Context: an optimization exercise on an open-source flow, tuned for small area, a short achievable clock period and few clock cycles. The choices shown serve that exercise and are no tape-out recipe. At most, simulation tests tie the RTL to the original design; equivalence was not proved. Power is estimated from default activity; no workload was simulated.

==> flow/design.v (excerpt) <==
module script_lexer_tokenizer_unit (
    input  logic        i_clk,
    input  logic        i_rst_n,
    input  logic        i_byte_valid,
    output logic        o_byte_ready,
    input  logic [7:0]  i_byte_ch,
    input  logic        i_byte_final,
    output logic        o_tok_valid,
    input  logic        i_tok_ready,
    output logic [5:0]  o_tok_kind,
    output logic [19:0] o_tok_start,
    output logic [19:0] o_tok_len,
    output logic [15:0] o_tok_line,
    output logic [15:0] o_tok_col,
    output logic [7:0]  o_tok_bad,
    output logic        o_tok_last
);
Size: about 1200 cells after synthesis, ~130 flip-flops, roughly 100 I/O pins, roughly 9300 µm² of cells after synthesis.
Settings: LEC_CHECK=0, ABC_AREA=1, CAP_MARGIN=20, CORE_MARGIN=2, CORE_UTILIZATION=40, PLACE_DENSITY=0.75, SLEW_MARGIN=20; clock period 11.0 ns.
standard.sh (not shown) runs the stock make flow with config.mk's settings and CLKGATE_MAP_FILE= SYNTH_SCRIPT=/design/flow/synth_recipe.tcl, a recipe that flattens the netlist after the stock synthesis.
==> flow/flow/run.sh <==
#!/bin/bash
# Standard layout (the standard.sh: ORFS synthesis to finish, same clock and
# constraints), with these changes to how the layout is made:
#  - the port buffers that ORFS inserts are plain buffers (buf_1) rather than the
#    delay cell ORFS picks by default; every port still gets its own buffer;
#  - ORFS's timing repair aims for more setup slack than the clock needs;
#  - clock tree: clkbuf_8 buffers, larger sink clusters, no dummy loads.
set -euo pipefail
export SETUP_SLACK_MARGIN=7.7
export BUFFER_PORTS_ARGS="-buffer_cell sky130_fd_sc_hd__buf_1"
export CTS_ARGS="-sink_clustering_enable -repair_clock_nets -buf_list sky130_fd_sc_hd__clkbuf_8 -sink_clustering_size 30 -sink_clustering_max_diameter 100 -dont_use_dummy_load"
bash standard.sh > standard_flow.log 2>&1
==> next run, changes <==
--- a/flow/design.v
+++ b/flow/design.v
@@ -774,16 +774,15 @@
         end
     end
     wire [19:0] pos_i  = pos_sat ? r_pos : r_pos + 20'd1;
     wire [19:0] len_i  = pos_sat ? r_len : r_len + 20'd1;
     wire [15:0] col_i  = col_sat ? r_col : r_col + 16'd1;
     wire [15:0] line_i = line_sat ? r_line : r_line + 16'd1;
-    wire        clr_any = clr || !i_rst_n;
-    wire [19:0] n_pos  = clr_any ? 20'd0 : adv ? pos_i : r_pos;
-    wire [15:0] n_col  = clr_any ? 16'd0 : col_set1 ? 16'd1 : adv ? col_i : r_col;
-    wire [15:0] n_line = clr_any ? 16'd1 : line_adv ? line_i : r_line;
+    wire [19:0] n_pos  = clr ? 20'd0 : adv ? pos_i : r_pos;
+    wire [15:0] n_col  = clr ? 16'd0 : col_set1 ? 16'd1 : adv ? col_i : r_col;
+    wire [15:0] n_line = clr ? 16'd1 : line_adv ? line_i : r_line;
     wire [19:0] n_len  = len_ld ? {19'd0, len_v} : len_adv ? len_i : r_len;
     wire accept = i_byte_valid && !r_bvb;
     wire a_free = !r_bv || consume;             
     wire q_free = stall ? !r_bv : a_free;
     function automatic term_of(input [3:0] m, input [7:0] ch);
         case (m)
@@ -829,18 +828,17 @@
             r_chb  <= i_byte_ch;
             r_finb <= i_byte_final;
         end
         if (!stall) r_lout <= n_pend ? n_plast : x_last;
     end
     always_ff @(posedge i_clk) begin
-        if (!stall || !i_rst_n) begin
-            r_mode <= i_rst_n ? n_mode : S_IDLE;
-            r_pend <= i_rst_n && n_pend;
-            r_errh <= i_rst_n && n_errh;
-            r_post <= i_rst_n && n_post;
-            r_endp <= i_rst_n && n_endp;
+        if (!i_rst_n) begin
+            r_mode <= S_IDLE; r_pend <= 1'b0; r_errh <= 1'b0; r_post <= 1'b0; r_endp <= 1'b0;
+            r_pos <= '0; r_line <= 16'd1; r_col <= '0;
+        end else if (!stall) begin
+            r_mode <= n_mode; r_pend <= n_pend; r_errh <= n_errh; r_post <= n_post; r_endp <= n_endp;
             r_pos <= n_pos; r_line <= n_line; r_col <= n_col;
         end
     end
     always_ff @(posedge i_clk) begin
         if (!stall) begin
             r_plast <= n_plast; r_kind <= n_kind; r_trie <= n_trie; r_len <= n_len;
Result:
- worst hold slack loses 0.012 ns
- global-route usage increases by 0.95 points
- clock skew decreases by 0.019 ns
- combinational power stays flat
- register-to-register slack barely changes
- synthesized area decreases by 2.6%
- total power decreases by 5.1%
- design area decreases by 1.5%
- critical path depth decreases by 1
- clock-buffer cell count is unchanged
Testbench counts after the change, summed over its fixed seeds: cycles 22,580.
Only the layout flow was run in the first run of this note; the RTL was not checked for function there.


## the baseline
script_lexer_tokenizer_unit, a different RTL version from the one above (not shown whole).
Size: roughly 100 I/O pins, about 0.0092 mm^2 of cells after synthesis.
==> flow/design.v (excerpt) <==
module script_lexer_tokenizer_unit (
    input  logic        i_clk,
    input  logic        i_rst_n,
    input  logic        i_byte_valid,
    output logic        o_byte_ready,
    input  logic [7:0]  i_byte_ch,
    input  logic        i_byte_final,
    output logic        o_tok_valid,
    input  logic        i_tok_ready,
    output logic [5:0]  o_tok_kind,
    output logic [19:0] o_tok_start,
    output logic [19:0] o_tok_len,
    output logic [15:0] o_tok_line,
    output logic [15:0] o_tok_col,
    output logic [7:0]  o_tok_bad,
    output logic        o_tok_last
);
Settings: LEC_CHECK=0, ABC_AREA=1, CAP_MARGIN=20, CORE_MARGIN=2, CORE_UTILIZATION=40, PLACE_DENSITY=0.75, SLEW_MARGIN=20; clock period 11.0 ns.
==> flow/flow/run.sh <==
#!/bin/bash
# Standard layout (the standard.sh: ORFS synthesis to finish, same clock and
# constraints), with these changes to how the layout is made:
#  - the port buffers that ORFS inserts are plain buffers (buf_1) rather than the
#    delay cell ORFS picks by default; every port still gets its own buffer;
#  - ORFS's timing repair aims for more setup slack than the clock needs;
#  - clock tree: clkbuf_8 buffers, larger sink clusters, no dummy loads.
set -euo pipefail
export SETUP_SLACK_MARGIN=7.4
export BUFFER_PORTS_ARGS="-buffer_cell sky130_fd_sc_hd__buf_1"
export CTS_ARGS="-sink_clustering_enable -repair_clock_nets -buf_list sky130_fd_sc_hd__clkbuf_8 -sink_clustering_size 30 -sink_clustering_max_diameter 100 -dont_use_dummy_load"
bash standard.sh > standard_flow.log 2>&1
Testbench counts of the baseline, summed over its fixed seeds: cycles 22,580.
> inputs changed (the baseline -> the candidate)
diff --git a/flow/design.v b/flow/design.v
--- a/flow/design.v
+++ b/flow/design.v
@@ -678,15 +678,15 @@
                 clr = 1'b1;
                 consume = 1'b1;
             end else if (r_errh) begin
                 if (r_fin) n_post = 1'b1;
                 else consume = 1'b1;
             end else if (r_post) begin
                 if (r_mode == S_INTDOT) begin
-                    tb_ld = 1'b1; len_ld = 1'b1; len_v = !pos_sat; adv = 1'b1;
+                    tb_ld = 1'b1; len_ld = 1'b1; len_v = 1'b1;  adv = 1'b1;
                     n_kind = K_DOT; n_pend = 1'b1; n_plast = 1'b0;
                     n_mode = S_IDLE;
                 end else begin
                     tb_ld = 1'b1; len_ld = 1'b1; n_kind = K_END;
                     n_pend = 1'b1; n_plast = 1'b1; n_endp = 1'b1; n_mode = S_IDLE;
                 end
             end else if (r_bv) begin
@@ -732,15 +732,15 @@
                         end else do_idle = 1'b1;
                     end
                     S_INTDOT: begin
                         hold = 1'b1;
                         if (c_dig) begin
                             adv = 1'b1; len_adv = 1'b1; n_mode = S_FRAC;
                         end else begin
-                            tb_ld = 1'b1; len_ld = 1'b1; len_v = !pos_sat; adv = 1'b1;
+                            tb_ld = 1'b1; len_ld = 1'b1; len_v = 1'b1;  adv = 1'b1;
                             n_kind = K_DOT; n_pend = 1'b1;
                             n_plast = !r_fin && !c_single && !c_err; n_mode = S_IDLE;
                         end
                     end
                     default: do_idle = 1'b1;
                 endcase
                 if (do_idle) begin
### Flow results
In the candidate relative to the baseline, number of global-route vias before repair had gone down slightly. Between the candidate and the baseline, the mean instance size in the synthesized netlist does not differ in any meaningful way. Fmax in the candidate vs the baseline: down about 0.34%. NOTE count of inverters not on the clock network in the layout the baseline->the candidate decreased by a few percent. The global routing usage on met2 in the candidate sits 0.39 points below the value recorded for the baseline. In the candidate the number of fillers in the final layout turned out 49 lower than in the baseline.
Testbench counts of the candidate, summed over its fixed seeds: cycles 22,580.


script_lexer_tokenizer_unit, a different RTL version from the one above (not shown whole).
For scale: roughly 1,300 cells after synthesis, roughly 140 flip-flops, ~100 I/O pins.
==> flow/config.mk <==
export PLATFORM = sky130hd
export DESIGN_NAME = script_lexer_tokenizer_unit
export DESIGN_NICKNAME = script_lexer_tokenizer_unit
export VERILOG_FILES = /design/flow/design.v
export SDC_FILE = /design/flow/constraint.sdc
export NUM_CORES = 4
export LEC_CHECK = 0
export CAP_MARGIN = 20
export CORE_MARGIN = 2
export CORE_UTILIZATION = 40
export SLEW_MARGIN = 20
==> flow/constraint.sdc <==
create_clock -name core_clock -period 11.0 [get_ports {i_clk}]
set_input_delay 2.2000 -clock core_clock [delete_from_list [all_inputs] [get_ports {i_clk}]]
set_output_delay 2.2000 -clock core_clock [all_outputs]
set_load 0.01 [all_outputs]
run.sh (not shown) runs the stock make flow with config.mk's settings and CLKGATE_MAP_FILE= SYNTH_SCRIPT=/design/flow/synth_recipe.tcl, a recipe that flattens the netlist after the stock synthesis.
Stock flow here: none of the scripts above is used.
Testbench counts at the start, summed over its fixed seeds: cycles 22,580.
Edit:
--- a/flow/design.v
+++ b/flow/design.v
@@ -656,19 +656,19 @@
     assign o_tok_col   = r_col;
     assign o_tok_bad   = r_bad;
     wire stall = r_vout && !i_tok_ready;
     always_comb begin
         logic do_idle, hold;
         n_mode = r_mode; n_pend = r_pend; n_plast = r_plast; n_post = r_post;
         n_endp = r_endp; n_kind = r_kind; n_trie = r_trie; n_tb = r_tb; n_len = r_len;
         n_pos = r_pos; n_line = r_line; n_col = r_col; n_bad = r_bad;
         consume = 1'b0; do_idle = 1'b0; hold = 1'b0;
-        if (!stall) begin
+        begin
             n_pend = 1'b0; n_plast = 1'b1;
             if (r_endp) begin
                 n_endp = 1'b0; n_post = 1'b0; n_mode = S_IDLE;
                 n_pos = '0; n_line = 16'd1; n_col = '0;
                 consume = 1'b1;
             end else if (r_post) begin
                 if (r_mode == S_INTDOT) begin
                     n_tb = r_pos; n_len = {19'd0, !pos_sat}; n_pos = pos_i; n_col = col_i;
                     n_kind = K_DOT; n_bad = '0; n_pend = 1'b1; n_plast = 1'b0;
@@ -755,19 +755,19 @@
                 if (!hold) begin
                     if (r_fin) begin
                         n_post = 1'b1; n_plast = 1'b0;
                     end else consume = 1'b1;
                 end
             end
         end
     end
     wire       accept = i_byte_valid && !r_bvb;
-    wire       a_free = !r_bv || consume;
+    wire       a_free = !r_bv || consume;    
     logic       x_bv, x_fin;
     logic [7:0] x_ch;
     always_comb begin
         if (!a_free) begin
             x_bv = 1'b1; x_ch = r_ch; x_fin = r_fin;
         end else if (r_bvb) begin
             x_bv = 1'b1; x_ch = r_chb; x_fin = r_finb;
         end else begin
             x_bv = accept; x_ch = i_byte_ch; x_fin = i_byte_final;
@@ -791,38 +791,50 @@
                      !(is_digit(x_ch) || is_alpha(x_ch) || (x_ch == "!") || (x_ch == "=") ||
                        (x_ch == "<") || (x_ch == ">") || (x_ch == "/") || (x_ch == "\"") ||
                        (x_ch == 8'h0A) || (x_ch == " ") || (x_ch == 8'h0D) || (x_ch == 8'h09));
     wire x_close = x_bv && !n_post && x_term;
     assign o_byte_ready = !r_bvb;
     always_ff @(posedge i_clk) begin
         if (!i_rst_n) begin
             r_bv <= 1'b0; r_bvb <= 1'b0; r_vout <= 1'b0;
         end else begin
-            r_bv  <= x_bv;
-            r_bvb <= !a_free && (r_bvb || accept);
-            r_vout <= n_pend || x_close || (n_post && x_closable);
+            if (!stall) begin
+                r_bv   <= x_bv;
+                r_bvb  <= !a_free && (r_bvb || accept);
+                r_vout <= n_pend || x_close || (n_post && x_closable);
+            end else begin
+                if (!r_bv) r_bv <= accept;
+                r_bvb <= r_bv && (r_bvb || accept);
+            end
         end
     end
     always_ff @(posedge i_clk) begin
-        r_ch  <= x_ch;
-        r_fin <= x_fin;
+        if (!stall) begin
+            r_ch  <= x_ch;
+            r_fin <= x_fin;
+            r_lout <= n_pend ? n_plast :
+                      x_close && !x_fin && (n_mode != S_INTDOT) && !x_tokbyte;
+        end else if (!r_bv) begin
+            r_ch  <= i_byte_ch;
+            r_fin <= i_byte_final;
+        end
         if (accept) begin
             r_chb  <= i_byte_ch;
             r_finb <= i_byte_final;
         end
-        r_lout <= n_pend ? n_plast :
-                  x_close && !x_fin && (n_mode != S_INTDOT) && !x_tokbyte;
     end
     always_ff @(posedge i_clk) begin
         if (!i_rst_n) begin
             r_mode <= S_IDLE; r_pend <= 1'b0; r_post <= 1'b0; r_endp <= 1'b0;
             r_pos <= '0; r_line <= 16'd1; r_col <= '0;
-        end else begin
+        end else if (!stall) begin
             r_mode <= n_mode; r_pend <= n_pend; r_post <= n_post; r_endp <= n_endp;
             r_pos <= n_pos; r_line <= n_line; r_col <= n_col;
         end
     end
     always_ff @(posedge i_clk) begin
-        r_plast <= n_plast; r_kind <= n_kind; r_trie <= n_trie; r_tb <= n_tb;
-        r_len <= n_len; r_bad <= n_bad;
+        if (!stall) begin
+            r_plast <= n_plast; r_kind <= n_kind; r_trie <= n_trie; r_tb <= n_tb;
+            r_len <= n_len; r_bad <= n_bad;
+        end
     end
 endmodule
The changed run went through all stages and came out clean; cell area climbs by 1.5%; register-to-register slack is worse by 480 ps; first-iteration DRC count climbs by 20%; routed wire length drops by 0.49%; via count is about the same.
The RTL of the second run of this note was laid out without a check of its function.

[afterwards: timing with drivers on the ports]
In the flow no input, the clock included, has a driving cell. The finished layouts below were timed again as built, in two steps.
Step 1 sets driving cells, clkbuf_16 on the clock port and buf_2 on the other inputs (assumed; they add their load-dependent delay and slew).
Step 2 adds t to the input delays and takes it off the output delays; t is the mean of the earliest and latest rising clock arrival at the registers after step 1. Input paths then give back, and output paths get back, about the clock's delay inside the block.
Three values: ideal, step 1, step 2; two values: the first two.
| run | shift t [ns] | setup WS [ns] | worst hold slack (ns) | worst setup path at the end | slew at the worst register clock pin (ns) |
|---|---|---|---|---|---|
| the first run of note 1 | 0.493 | 7.544 / 7.500 / 7.189 | 0.476 / 0.476 / 0.476 | input to register | 0.10 / 0.10 |
| the second run of note 1 | 0.458 | 7.651 / 7.613 / 7.259 | 0.464 / 0.464 / 0.464 | input to register | 0.08 / 0.08 |
| the baseline | 0.469 | 7.476 / 7.437 / 7.096 | 0.475 / 0.475 / 0.475 | input to register | 0.09 / 0.09 |
| the candidate | 0.471 | 7.464 / 7.461 / 7.006 | 0.448 / 0.448 / 0.448 | input to register | 0.08 / 0.08 |
| the first run of note 3 | 0.469 | 5.222 / 5.235 / 4.766 | 0.442 / 0.442 / 0.442 | input to register | 0.07 / 0.07 |
| the second run of note 3 | 0.478 | 5.921 / 5.951 / 5.473 | 0.486 / 0.486 / 0.486 | input to register | 0.07 / 0.07 |
After both steps every run listed still meets setup and hold. The setup slack of the candidate, which loses most, moves by -0.003 ns with the drivers and by -0.458 ns with both steps.
